Context: an optimization exercise on an open-source flow, tuned for a short achievable clock period and few clock cycles. The choices shown serve that exercise and are no tape-out recipe. The RTL was checked by simulation tests, not by an equivalence proof against the original design. Power and IR drop assume default switching activity.

<file path="flow/config.mk">
export PLATFORM = sky130hd
export DESIGN_NAME = pipelineCore
export DESIGN_NICKNAME = pipelineCore
export VERILOG_FILES = /design/flow/design.v
export SDC_FILE = /design/flow/constraint.sdc
export NUM_CORES = 4
export LEC_CHECK = 0
export ABC_CLOCK_PERIOD_IN_PS = 3000
export CAP_MARGIN = 20
export CORE_MARGIN = 2
export CORE_UTILIZATION = 40
export PLACE_DENSITY = 0.6
export SETUP_SLACK_MARGIN = 3.5
export SLEW_MARGIN = 20
</file>
<file path="flow/constraint.sdc">
create_clock -name core_clock -period 7.0 [get_ports {clk}]
set_input_delay 1.4000 -clock core_clock [delete_from_list [all_inputs] [get_ports {clk}]]
set_output_delay 1.4000 -clock core_clock [all_outputs]
set_load 0.01 [all_outputs]
</file>
<file path="flow/design.v">
package corePkg;
	localparam logic [5:0] OP_ALU    = 6'b000001;  
	localparam logic [5:0] OP_ALUI   = 6'b000010;  
	localparam logic [5:0] OP_LOAD   = 6'b000011;
	localparam logic [5:0] OP_STORE  = 6'b100011;  
	localparam logic [5:0] OP_BRANCH = 6'b000100;  
	localparam logic [5:0] OP_JUMP   = 6'b000101;
	typedef struct packed {
		logic valid;
		logic predTaken;  
		logic [16-1:0] altPc;  
		logic [8-1:0] bhtIdx;
		logic [32-1:0] rs1Hot;  
		logic [32-1:0] src2Hot;
		logic [32-1:0] instr;
	} ifIdT;
	typedef struct packed {
		logic add;
		logic sub;
		logic sll;
		logic srl;
		logic sra;
		logic orr;
		logic xorr;
		logic andd;
		logic ge;
		logic lt;
		logic eq;
		logic ne;
	} aluSelT;
	typedef struct packed {
		logic regWrite;  
		logic load;
		logic store;
		logic branch;
		logic predTaken;
		logic brNoop;  
		logic brSkip1;  
		logic [16-1:0] altPc;
		logic [8-1:0] bhtIdx;
		logic memValid;  
		logic [3:0] byteEn;
		logic [16-1:0] addr;  
		logic [5-1:0] rd;
		aluSelT sel;
		logic [2:0] width;
	} idExT;
	typedef struct packed {
		logic [32-1:0] addA;
		logic [32-1:0] addB;
		logic [32-1:0] subA;
		logic [32-1:0] subB;
		logic [32-1:0] shA;
		logic [4:0] shB;
		logic [32-1:0] logA;
		logic [32-1:0] logB;
		logic [32-1:0] stData;
	} operandsT;
endpackage
`timescale 1ns/1ps
module fetchStage (
	input  logic clk,
	input  logic reset,
	input  logic memStall,
	input  logic stall,  
	input  logic redirect,  
	input  logic [16-1:0] target,
	input  logic [32-1:0] imemData,
	input  logic bhtWrite,  
	input  logic [8-1:0] bhtWIdx,
	input  logic bhtWTaken,
	output logic [16-1:0] imemAddr,
	output logic imemValid,
	output corePkg::ifIdT ifId
);
	logic [16-1:0] pc;
	logic [32-1:0] fetchWord;  
	logic [16-1:0] pcPlus4;
	logic [16-1:0] brTarget;
	logic isJump;
	logic isBranch;
	logic predTaken;
	logic [15:0][15:0] bhtValid;
	logic [15:0][15:0] bhtTaken;
	logic [15:0] rowHot;
	logic [15:0] colHot;
	logic [15:0] rowValid;
	logic [15:0] rowTaken;
	logic hitValid;
	logic hitTaken;
	logic lastTaken;
	logic [5-1:0] src2;
	assign fetchWord = {imemData[7:0], imemData[15:8], imemData[23:16], imemData[31:24]};
	assign imemAddr = pc;
	assign isJump = fetchWord[31:26] == corePkg::OP_JUMP;
	assign isBranch = fetchWord[31:26] == corePkg::OP_BRANCH;
	always_comb begin
		for (int r = 0; r < 16; r++) begin
			rowValid[r] = |(colHot & bhtValid[r]);
			rowTaken[r] = |(colHot & bhtTaken[r]);
		end
	end
	assign hitValid = |(rowHot & rowValid);
	assign hitTaken = |(rowHot & rowTaken);
	assign lastTaken = hitValid ? hitTaken : fetchWord[15];
	assign predTaken = isJump || (isBranch && lastTaken);
	assign src2 = (fetchWord[31:26] == corePkg::OP_STORE || isBranch) ? fetchWord[25:21] : fetchWord[15:11];
	assign pcPlus4 = pc + 16'(4);
	assign brTarget = pcPlus4 + {{(16-12){fetchWord[15]}}, fetchWord[15:4]};
	always_ff @(posedge clk) begin
		if (reset) begin
			pc <= 16'(512);
			rowHot <= 16'(1) << (512 / 64 % 16);
			colHot <= 16'(1) << (512 / 4 % 16);
			imemValid <= 1'b0;
			ifId.valid <= 1'b0;
		end else begin
			imemValid <= 1'b1;
			if (!memStall) begin
				if (redirect) begin
					pc <= target;
					rowHot <= 16'(1) << target[9:6];
					colHot <= 16'(1) << target[5:2];
					ifId.valid <= 1'b0;  
				end else if (!stall) begin
					pc <= predTaken ? brTarget : pcPlus4;
					rowHot <= predTaken ? 16'(1) << brTarget[9:6] : 16'(1) << pcPlus4[9:6];
					colHot <= predTaken ? 16'(1) << brTarget[5:2] : 16'(1) << pcPlus4[5:2];
					ifId.valid <= 1'b1;
				end
			end
		end
	end
	always_ff @(posedge clk) begin
		if (!memStall && !stall) begin  
			ifId.instr <= fetchWord;
			ifId.predTaken <= predTaken;
			ifId.altPc <= predTaken ? pcPlus4 : brTarget;
			ifId.bhtIdx <= pc[9:2];
			for (int i = 0; i < 32; i++) begin
				ifId.rs1Hot[i] <= fetchWord[20:16] == 5'(i);
				ifId.src2Hot[i] <= src2 == 5'(i);
			end
		end
	end
	always_ff @(posedge clk) begin
		if (reset)
			bhtValid <= '0;
		else if (bhtWrite)
			bhtValid[bhtWIdx[7:4]][bhtWIdx[3:0]] <= 1'b1;
	end
	always_ff @(posedge clk) begin
		if (bhtWrite)
			bhtTaken[bhtWIdx[7:4]][bhtWIdx[3:0]] <= bhtWTaken;
	end
endmodule
`timescale 1ns/1ps
module decodeStage (
	input  logic clk,
	input  logic reset,
	input  logic memStall,
	input  logic kill,  
	input  corePkg::ifIdT ifId,
	input  logic exWrite,  
	input  logic [5-1:0] exRd,
	input  logic [32-1:0] exResult,  
	input  logic wbEn,
	input  logic [5-1:0] wbRd,
	input  logic [32-1:0] wbData,
	output logic stall,  
	output corePkg::idExT idEx,
	output corePkg::operandsT ops
);
	logic [32-1:1][32-1:0] regFile;
	logic [5:0] opcode;
	logic [5-1:0] rdField;
	logic [5-1:0] rs1Field;
	logic [5-1:0] src2;  
	logic [32-1:0] rf1;
	logic [32-1:0] rf2;
	logic [32-1:0] rdata1;
	logic [32-1:0] rdata2;
	logic [32-1:0] imm;
	logic [32-1:0] valA;
	logic [32-1:0] valB;
	logic [32-1:0] valS;
	logic fwdA, fwdB, fwdS;
	logic [3:0] fn;
	logic isAlu, isAluI, isLoad, isStore, isBranch, usesAlu;
	logic useAdd, useSub, useShift, useLogic;
	logic live;
	corePkg::idExT idExNext;
	assign opcode = ifId.instr[31:26];
	assign rdField = ifId.instr[25:21];
	assign rs1Field = ifId.instr[20:16];
	assign isAlu = opcode == corePkg::OP_ALU;
	assign isAluI = opcode == corePkg::OP_ALUI;
	assign isLoad = opcode == corePkg::OP_LOAD;
	assign isStore = opcode == corePkg::OP_STORE;
	assign isBranch = opcode == corePkg::OP_BRANCH;
	assign usesAlu = isAlu || isAluI || isBranch;
	assign src2 = (isStore || isBranch) ? rdField : ifId.instr[15:11];
	assign imm = {{(32-12){ifId.instr[15]}}, ifId.instr[15:4]};
	assign fn = ifId.instr[3:0];
	assign stall = ifId.valid && (isLoad || isStore) && exWrite && exRd == rs1Field;
	assign live = ifId.valid && !kill && !stall;
	always_comb begin
		rf1 = '0;
		rf2 = '0;
		for (int i = 1; i < 32; i++) begin
			rf1 = rf1 | ({32{ifId.rs1Hot[i]}} & regFile[i]);
			rf2 = rf2 | ({32{ifId.src2Hot[i]}} & regFile[i]);
		end
	end
	assign rdata1 = (wbEn && wbRd == rs1Field) ? wbData : rf1;
	assign rdata2 = (wbEn && wbRd == src2) ? wbData : rf2;
	assign fwdA = exWrite && exRd == rs1Field;
	assign fwdB = exWrite && exRd == src2 && !isAluI;
	assign fwdS = exWrite && exRd == src2;
	assign valA = fwdA ? exResult : rdata1;
	assign valB = fwdB ? exResult : (isAluI ? imm : rdata2);
	assign valS = fwdS ? exResult : rdata2;
	always_comb begin
		useAdd = 1'b0;
		useSub = 1'b0;
		useShift = 1'b0;
		useLogic = 1'b0;
		if (usesAlu) begin
			case (fn)
				4'd1, 4'd6, 4'd8, 4'd9, 4'd13: useSub = 1'b1;
				4'd2, 4'd3, 4'd4: useShift = 1'b1;
				4'd5, 4'd7, 4'd15: useLogic = 1'b1;
				default: useAdd = 1'b1;
			endcase
		end
	end
	always_comb begin
		idExNext.regWrite = live && (isAlu || isAluI || isLoad) && rdField != '0;
		idExNext.load = live && isLoad;
		idExNext.store = live && isStore;
		idExNext.branch = live && isBranch;
		idExNext.predTaken = ifId.predTaken;
		idExNext.brNoop = ifId.instr[15:4] == 12'd0;
		idExNext.brSkip1 = ifId.instr[15:4] == 12'd4;
		idExNext.altPc = ifId.altPc;
		idExNext.bhtIdx = ifId.bhtIdx;
		idExNext.memValid = live && (isLoad || isStore);
		case (ifId.instr[2:0])
			3'd1: idExNext.byteEn = 4'b0011;
			3'd2: idExNext.byteEn = 4'b0001;
			default: idExNext.byteEn = 4'b1111;
		endcase
		idExNext.addr = rdata1[16-1:0] + imm[16-1:0];
		idExNext.rd = rdField;
		idExNext.width = ifId.instr[2:0];
		idExNext.sel = '0;
		if (usesAlu) begin
			case (fn)
				4'd1: idExNext.sel.sub = 1'b1;
				4'd2: idExNext.sel.sll = 1'b1;
				4'd3: idExNext.sel.srl = 1'b1;
				4'd4: idExNext.sel.sra = 1'b1;
				4'd5: idExNext.sel.orr = 1'b1;
				4'd6: idExNext.sel.ge = 1'b1;
				4'd7: idExNext.sel.xorr = 1'b1;
				4'd8: idExNext.sel.lt = 1'b1;
				4'd9: idExNext.sel.eq = 1'b1;
				4'd13: idExNext.sel.ne = 1'b1;
				4'd15: idExNext.sel.andd = 1'b1;
				default: idExNext.sel.add = 1'b1;
			endcase
		end
	end
	always_ff @(posedge clk) begin
		for (int i = 1; i < 32; i++)
			if (wbEn && wbRd == 5'(i))
				regFile[i] <= wbData;
	end
	always_ff @(posedge clk) begin
		if (reset) begin
			idEx.regWrite <= 1'b0;
			idEx.load <= 1'b0;
			idEx.store <= 1'b0;
			idEx.branch <= 1'b0;
			idEx.memValid <= 1'b0;
		end else if (!memStall) begin
			idEx.memValid <= idExNext.memValid;
			idEx.regWrite <= idExNext.regWrite;
			idEx.load <= idExNext.load;
			idEx.store <= idExNext.store;
			idEx.branch <= idExNext.branch;
		end
	end
	always_ff @(posedge clk) begin
		if (!memStall) begin
			idEx.predTaken <= idExNext.predTaken;
			idEx.brNoop <= idExNext.brNoop;
			idEx.brSkip1 <= idExNext.brSkip1;
			idEx.altPc <= idExNext.altPc;
			idEx.bhtIdx <= idExNext.bhtIdx;
			idEx.addr <= idExNext.addr;
			idEx.byteEn <= idExNext.byteEn;
			idEx.rd <= idExNext.rd;
			idEx.width <= idExNext.width;
			idEx.sel <= idExNext.sel;
		end
	end
	always_ff @(posedge clk) begin
		if (!memStall && useAdd) begin
			ops.addA <= valA;
			ops.addB <= valB;
		end
		if (!memStall && useSub) begin
			ops.subA <= valA;
			ops.subB <= valB;
		end
		if (!memStall && useShift) begin
			ops.shA <= valA;
			ops.shB <= valB[4:0];
		end
		if (!memStall && useLogic) begin
			ops.logA <= valA;
			ops.logB <= valB;
		end
		if (!memStall && isStore)
			ops.stData <= valS;
	end
endmodule
`timescale 1ns/1ps
module executeStage (
	input  logic clk,
	input  logic reset,
	input  logic memStall,
	input  corePkg::idExT idEx,
	input  corePkg::operandsT ops,
	input  logic [32-1:0] loadData,  
	input  logic decodeSeq,  
	output logic [32-1:0] result,  
	output logic redirect,  
	output logic [16-1:0] target,
	output logic killDecode,  
	output logic wbEn,
	output logic [5-1:0] wbRd,
	output logic [32-1:0] wbData,
	output logic bhtWrite,  
	output logic [8-1:0] bhtWIdx,
	output logic bhtWTaken
);
	logic [32:0] diff;  
	logic [32-1:0] sum;
	logic [32-1:0] shl;
	logic [32-1:0] shr;
	logic geq;
	logic equal;
	logic [32-1:0] aluResult;
	logic taken;
	assign sum = ops.addA + ops.addB;
	assign diff = {1'b0, ops.subA} - {1'b0, ops.subB};
	assign geq = !diff[32];
	assign equal = ops.subA == ops.subB;
	assign shl = ops.shA << ops.shB;
	assign shr = idEx.sel.sra ? 32'($signed(ops.shA) >>> ops.shB) : ops.shA >> ops.shB;
	assign aluResult =
		({32{idEx.sel.add}} & sum) |
		({32{idEx.sel.sub}} & diff[32-1:0]) |
		({32{idEx.sel.sll}} & shl) |
		({32{idEx.sel.srl || idEx.sel.sra}} & shr) |
		({32{idEx.sel.orr}} & (ops.logA | ops.logB)) |
		({32{idEx.sel.xorr}} & (ops.logA ^ ops.logB)) |
		({32{idEx.sel.andd}} & (ops.logA & ops.logB)) |
		32'((idEx.sel.ge && geq) || (idEx.sel.lt && !geq) ||
			(idEx.sel.eq && equal) || (idEx.sel.ne && !equal));
	assign result = idEx.load ? loadData : aluResult;
	assign taken = aluResult[0];
	always_comb begin
		redirect = 1'b0;
		killDecode = 1'b0;
		target = idEx.altPc;
		if (idEx.branch && taken != idEx.predTaken && !idEx.brNoop) begin
			killDecode = 1'b1;
			redirect = !(taken && idEx.brSkip1 && decodeSeq);
		end
	end
	always_ff @(posedge clk) begin
		if (reset) begin
			bhtWrite <= 1'b0;
		end else begin
			bhtWrite <= idEx.branch && !memStall;
		end
	end
	always_ff @(posedge clk) begin
		bhtWIdx <= idEx.bhtIdx;
		bhtWTaken <= taken;
	end
	always_ff @(posedge clk) begin
		if (reset) begin
			wbEn <= 1'b0;
		end else if (!memStall) begin
			wbEn <= idEx.regWrite;
		end
	end
	always_ff @(posedge clk) begin
		if (!memStall) begin
			wbRd <= idEx.rd;
		end
	end
	always_ff @(posedge clk) begin
		if (!memStall && idEx.regWrite)
			wbData <= result;
	end
endmodule
`timescale 1ns/1ps
module memoryStage (
	input  logic memValid,
	input  logic store,
	input  logic [3:0] byteEn,
	input  logic [2:0] width,
	input  logic [16-1:0] memAddr,
	input  logic [32-1:0] storeData,
	input  logic [32-1:0] dmemRdata,  
	output logic dmemValid,
	output logic dmemWrite,
	output logic [16-1:0] dmemAddr,
	output logic [32-1:0] dmemWdata,
	output logic [3:0] dmemByteEn,
	output logic [32-1:0] loadData
);
	assign dmemValid = memValid;
	assign dmemByteEn = byteEn;
	assign dmemWrite = store;
	assign dmemAddr = memAddr;
	assign dmemWdata = storeData;  
	always_comb begin
		case (width)
			3'd1: loadData = {{(32-16){1'b0}}, dmemRdata[15:0]};
			3'd2: loadData = {{(32-8){1'b0}}, dmemRdata[7:0]};
			default: loadData = dmemRdata;
		endcase
	end
endmodule
`timescale 1ns/1ps
module pipelineCore (
	input  logic clk,
	input  logic reset,
	input  logic memStall,  
	input  logic [32-1:0] imemData,
	input  logic [32-1:0] dmemRdata,
	output logic [16-1:0] imemAddr,
	output logic imemValid,
	output logic dmemValid,
	output logic dmemWrite,  
	output logic [16-1:0] dmemAddr,
	output logic [32-1:0] dmemWdata,
	output logic [3:0] dmemByteEn
);
	corePkg::ifIdT ifId;
	corePkg::idExT idEx;
	corePkg::operandsT ops;
	logic [32-1:0] exResult;
	logic redirect;
	logic killDecode;
	logic stall;
	logic bhtWrite;
	logic [8-1:0] bhtWIdx;
	logic bhtWTaken;
	logic [16-1:0] target;
	logic [32-1:0] loadData;
	logic wbEn;
	logic [5-1:0] wbRd;
	logic [32-1:0] wbData;
	fetchStage u_fetchStage (
		.clk(clk), .reset(reset), .memStall(memStall), .stall(stall),
		.redirect(redirect), .target(target), .imemData(imemData),
		.bhtWrite(bhtWrite), .bhtWIdx(bhtWIdx), .bhtWTaken(bhtWTaken),
		.imemAddr(imemAddr), .imemValid(imemValid), .ifId(ifId)
	);
	decodeStage u_decodeStage (
		.clk(clk), .reset(reset), .memStall(memStall), .kill(killDecode),
		.ifId(ifId), .exWrite(idEx.regWrite), .exRd(idEx.rd), .exResult(exResult),
		.wbEn(wbEn), .wbRd(wbRd), .wbData(wbData), .stall(stall), .idEx(idEx), .ops(ops)
	);
	executeStage u_executeStage (
		.clk(clk), .reset(reset), .memStall(memStall), .idEx(idEx), .ops(ops),
		.loadData(loadData), .decodeSeq(ifId.valid && !ifId.predTaken && !stall),
		.result(exResult),
		.redirect(redirect), .target(target), .killDecode(killDecode),
		.wbEn(wbEn), .wbRd(wbRd), .wbData(wbData),
		.bhtWrite(bhtWrite), .bhtWIdx(bhtWIdx), .bhtWTaken(bhtWTaken)
	);
	memoryStage u_memoryStage (
		.memValid(idEx.memValid), .store(idEx.store), .byteEn(idEx.byteEn), .width(idEx.width),
		.memAddr(idEx.addr), .storeData(ops.stData), .dmemRdata(dmemRdata),
		.dmemValid(dmemValid), .dmemWrite(dmemWrite), .dmemAddr(dmemAddr),
		.dmemWdata(dmemWdata), .dmemByteEn(dmemByteEn), .loadData(loadData)
	);
endmodule
</file>
<file path="flow/run.sh">
#!/bin/bash
# synth_recipe.tcl (not shown) runs the flow's synth.tcl, then flattens the netlist and writes it again
# the make line also repeats each setting of config.mk as NAME=value (left out here)
make -C /OpenROAD-flow-scripts/flow DESIGN_CONFIG=/design/flow/config.mk WORK_HOME=/design/flow/orfs CLKGATE_MAP_FILE= SYNTH_SCRIPT=/design/flow/synth_recipe.tcl finish
</file>
==> run summary <==
# TYPE chip_impl_metric gauge
chip_impl_info{name="run_status",value="complete, no violations"} 1
chip_impl_metric{name="clk_pin_slew",unit="ps"} 70
chip_impl_metric{name="cellPowerDensity",unit="nW/µm²"} 235
chip_impl_metric{name="tritoncts.num_buffers",unit=""} 208
chip_impl_info{name="cts_tree",value="done"} 1
chip_impl_metric{name="overflow",unit=""} 0
chip_impl_metric{name="grt_pass1_vias",unit=""} 73700
chip_impl_metric{name="critical_path_peak_fanout",unit=""} 23
chip_impl_metric{name="power.leakage",unit="nW"} 38.4
chip_impl_metric{name="postSynthAreaPerCell",unit="µm²"} 12.6
chip_impl_info{name="grt_setup_unrepaired",value="yes"} 1
chip_impl_metric{name="clk_path_buf_depth",unit=""} 3
chip_impl_metric{name="finalHoldViolations",unit=""} 0
chip_impl_info{name="postSynth.topFlopCell",value="sky130_fd_sc_hd__edfxtp_1"} 1
chip_impl_metric{name="maximum_number_of_pins_on_one_net_before_global_route_repair",unit=""} 111
chip_impl_metric{name="num-nets-final",unit=""} 8156
chip_impl_metric{name="stdcell_area",unit="µm²"} 115000
chip_impl_metric{name="antenna_found_initial",unit=""} 18
chip_impl_metric{name="die_w",unit="µm"} 492
chip_impl_metric{name="count_of_yosys_warnings_during_synthesis",unit=""} 4
chip_impl_metric{name="async_flop_share",unit="%"} 0
chip_impl_metric{name="synth_nets",unit=""} 7775
chip_impl_info{name="path_class_of_the_lowest_slack_min_delay_path",value="flip-flop to flip-flop"} 1
chip_impl_metric{name="layout_min_cycle_time",unit="ps"} 4010
chip_impl_info{name="timing.setup.critical_path_class",value="flip-flop to flip-flop"} 1
chip_impl_metric{name="tns",unit="ps"} 0
chip_impl_info{name="synthMostInstantiatedCell",value="sky130_fd_sc_hd__edfxtp_1"} 1
chip_impl_metric{name="clock_skew",unit="ps"} 65.1
chip_impl_metric{name="grt_first_pass_wirelength",unit="µm"} 569000
chip_impl_metric{name="starting_density",unit="%"} 40.3
chip_impl_metric{name="via_count",unit=""} 79200
chip_impl_metric{name="chipHeight",unit="µm"} 492
chip_impl_metric{name="max_slew.worst_pin.slew",unit="ps"} 1280
chip_impl_info{name="ys_top_cells_by_area",value="sky130_fd_sc_hd__edfxtp_1 (55%), sky130_fd_sc_hd__dfxtp_1 (6.9%), sky130_fd_sc_hd__mux2_2 (3.8%)"} 1
chip_impl_metric{name="worst-endpoint-arrival",unit="ps"} 4600
chip_impl_metric{name="synth_enable_flop_cells",unit=""} 1730
chip_impl_metric{name="maxSlewViolCount",unit=""} 0
chip_impl_metric{name="route.detailed.wl_per_inst",unit="µm"} 37.4
chip_impl_metric{name="detail_route.vias_per_cell",unit=""} 7.03
chip_impl_metric{name="finalWirelength",unit="µm"} 421000
chip_impl_info{name="yosysTopAreaCell",value="sky130_fd_sc_hd__edfxtp_1"} 1
chip_impl_metric{name="maxSlewHeadroom",unit="%"} 14.8
chip_impl_info{name="ys_top_cells_by_count",value="sky130_fd_sc_hd__edfxtp_1 (1,730), sky130_fd_sc_hd__nor2_1 (624), sky130_fd_sc_hd__nand2_1 (529)"} 1
chip_impl_metric{name="timing.fmax",unit="MHz"} 250
chip_impl_metric{name="dieArea",unit="µm²"} 242000
chip_impl_metric{name="grt.total_usage",unit="%"} 33.1
chip_impl_metric{name="clock_latency",unit="ps"} 900
chip_impl_metric{name="synthDistinctLibCells",unit=""} 98
chip_impl_metric{name="rows",unit=""} 178
chip_impl_metric{name="ioPinCount",unit=""} 138
chip_impl_metric{name="drive_gt1_share",unit="%"} 23.2
chip_impl_metric{name="filler_cell_count",unit=""} 20200
chip_impl_metric{name="synth.ff_latch_count",unit=""} 2056
chip_impl_metric{name="antenna_violating_nets_post_route",unit=""} 0
chip_impl_metric{name="netlist_instances",unit=""} 7544
chip_impl_metric{name="ctsHoldBuffers",unit=""} 0
chip_impl_metric{name="finalSetupViolCount",unit=""} 0
chip_impl_metric{name="place.gp.congestion",unit=""} 0.962
chip_impl_metric{name="detail_route.first_pass.iterations",unit=""} 17
chip_impl_info{name="critPathCaptureType",value="flip-flop"} 1
chip_impl_info{name="worst_setup_path_start_kind",value="flip-flop"} 1
chip_impl_metric{name="critPathRequiredTime",unit="ps"} 7600
chip_impl_metric{name="maxCapViolations",unit=""} 0
chip_impl_metric{name="min_period_over_period",unit="%"} 57.2
chip_impl_metric{name="yosysSeqAreaShare",unit="%"} 61.5
chip_impl_metric{name="core_area",unit="µm²"} 236000
chip_impl_metric{name="yosys.area.top_type_share",unit="%"} 54.6
chip_impl_metric{name="dpl.hpwl",unit="µm"} 237000
chip_impl_metric{name="synthesized_area",unit="µm²"} 95100
chip_impl_metric{name="detailedRoute.firstIterationViolations",unit=""} 16300
chip_impl_metric{name="area_growth_syn_to_layout",unit="%"} 20.7
chip_impl_info{name="cts.root.buffer_cell",value="sky130_fd_sc_hd__clkbuf_16"} 1
chip_impl_metric{name="postPlaceCellArea",unit="µm²"} 100000
chip_impl_metric{name="cts_sink_cnt",unit=""} 2056
chip_impl_metric{name="vdd_drop_max",unit="mV"} 0.233
chip_impl_metric{name="detail_route.drc_violations",unit=""} 0
chip_impl_metric{name="cts_max_level",unit=""} 4
chip_impl_metric{name="place.port_buffers",unit=""} 136
repair_timing:
item                       in CTS  in global routing
cloned                         31                 11
setup endpoints to repair     649                655
pin swaps                     128                173
setup buffers                 215                 94
resized for setup             511                360
layout make-up:
type | instances | area (µm²) | area share, %
clock inverters | 111 | 1150 | 0.999
repair buffers | 742 | 7680 | 6.69
well taps | 3150 | 3940 | 3.43
clock buffers | 277 | 5780 | 5.03
flip-flops and latches | 2056 | 58600 | 51.0
inverters | 174 | 669 | 0.583
diodes | 15 | 37.5 | 0.0327
multi-input cells | 4743 | 37000 | 32.2
worst max-delay path, stage by stage (launching register included):
cell	delay (ps)
sky130_fd_sc_hd__edfxtp_1	500
sky130_fd_sc_hd__buf_4	210
sky130_fd_sc_hd__buf_6	260
sky130_fd_sc_hd__a22o_1	260
sky130_fd_sc_hd__a221oi_1	220
sky130_fd_sc_hd__nand4_1	160
sky130_fd_sc_hd__nor3_2	230
sky130_fd_sc_hd__buf_4	220
sky130_fd_sc_hd__a21oi_1	180
sky130_fd_sc_hd__ha_1	260
sky130_fd_sc_hd__or3_1	370
sky130_fd_sc_hd__a211o_1	270
sky130_fd_sc_hd__and3_4	190
sky130_fd_sc_hd__o21ai_1	130
sky130_fd_sc_hd__nor2b_2	160
sky130_fd_sc_hd__xnor2_1	80
cell families (layout without fill, tap and decap cells):
family	after synthesis	in the layout	share of synthesized area, %
AO/OA/AOI/OAI	2244	2245	17.6
multiplexers	455	456	6.09
XOR/XNOR	103	103	0.949
flip-flops	2056	2056	61.5
adder cells (fa/ha/maj)	165	165	2.20
AND/OR/NAND/NOR	1759	1773	8.33
buffers and inverters	761	1304	3.33
other	1	16	0.00394
metal layers:
layer	share of wire (%)	wire length, µm	vias up	global-route usage [%]
met5	0.068	287	-	0.0992
li1	-	-	30700	-
met1	35	147000	38900	42.1
met2	41	174000	7466	47.7
met3	16	65800	2053	12.3
met4	8.1	34000	16	20.2
through the flow:
step                std cells  power, mW  setup WS (ps)  hold WS, ps  utilization [%]
detailed placement      10500       15.2           2080          328             42.6
finish                  11300       26.9           2990          352             48.7
CTS                     11100       26.7           3190          343             47.5
global route            11300       27.4           2970          359             48.6
global placement        10500       15.2           2130          331             42.5
floorplan                7544       14.4           2120          323                -
worst paths after layout:
| check | startpoint | to | slack (ps) | cells after the start |
|---|---|---|---|---|
| min reg2reg | u_decodeStage.idEx[47]$_DFFE_PN_ | u_executeStage.bhtWIdx[6]$_DFF_P_ | 350 | 0 |
| max reg2reg | u_fetchStage.ifId[93]$_DFFE_PP_ | u_decodeStage.idEx[33]$_DFFE_PN_ | 2990 | 15 |
| max | u_fetchStage.ifId[93]$_DFFE_PP_ | u_decodeStage.idEx[33]$_DFFE_PN_ | 2990 | 15 |
| min | u_decodeStage.idEx[47]$_DFFE_PN_ | u_executeStage.bhtWIdx[6]$_DFF_P_ | 350 | 0 |
where the power goes:
part | switching (mW) | total, mW | internal [mW] | leakage (nW)
Sequential | 0.125 | 13.3 | 13.2 | 18.1
Clock | 5.02 | 11.5 | 6.50 | 3.38
Combinational | 1.43 | 2.09 | 0.654 | 16.9
Total | 6.58 | 26.9 | 20.4 | 38.4
placed cells by master (no fill, tap or decap), types with 82 or more instances in the layout:
| master | count |
|---|---|
| sky130_fd_sc_hd__a22o_1 | 373 |
| sky130_fd_sc_hd__a21oi_1 | 395 |
| sky130_fd_sc_hd__o21ai_0 | 82 |
| sky130_fd_sc_hd__buf_4 | 443 |
| sky130_fd_sc_hd__dfxtp_1 | 299 |
| sky130_fd_sc_hd__a22oi_1 | 443 |
| sky130_fd_sc_hd__inv_1 | 158 |
| sky130_fd_sc_hd__edfxtp_1 | 1730 |
| sky130_fd_sc_hd__nand2_1 | 493 |
| sky130_fd_sc_hd__clkdlybuf4s50_1 | 125 |
| sky130_fd_sc_hd__ha_1 | 125 |
| sky130_fd_sc_hd__mux2_2 | 310 |
| sky130_fd_sc_hd__clkbuf_16 | 221 |
| sky130_fd_sc_hd__nor3_1 | 87 |
| sky130_fd_sc_hd__a221oi_1 | 328 |
| sky130_fd_sc_hd__nor2_1 | 571 |
| sky130_fd_sc_hd__nand3_1 | 111 |
| sky130_fd_sc_hd__nand4_1 | 180 |
flip-flops by register name (all words and copies together) (netlist names), named ones only:
name	flops
u_fetchStage.imemValid	1
u_fetchStage.colHot	16
u_executeStage.wbData	32
u_fetchStage.ifId	120
u_decodeStage.regFile	992
u_executeStage.bhtWrite	1
u_decodeStage.ops	261
u_fetchStage.bhtTaken	256
u_executeStage.wbEn	1
u_decodeStage.idEx	70
u_fetchStage.pc	16
u_executeStage.bhtWIdx	8
u_fetchStage.bhtValid	256
u_executeStage.wbRd	5
u_fetchStage.rowHot	16
u_executeStage.bhtWTaken	1
Testbench counts, summed over its fixed seeds: cycles 81,944.

what the ideal ports hide:
The flow's constraints put no driver on any port. The routed layout listed below was extracted and timed again, unchanged, in two steps. Step 1: set_driving_cell puts a clkbuf_16 on clk and a buf_2 on each other input, an assumption about the parent block. Step 2 times the ports against the registers' clock, not the clock port: input delays grow and output delays shrink by t, the midpoint of the rising clock arrivals with the driver on. Three values: ideal ports, drivers, drivers and shift; two values: the first two.
t, ns: 0.958
setup slack, ns: 2.994 / 2.994 / 2.062
slew at the worst register clock pin (ns): 0.08 / 0.08
After both steps setup and hold are still met in this run. For this run, drivers alone change the setup slack by 0.000 ns; drivers and shift together by -0.932 ns.
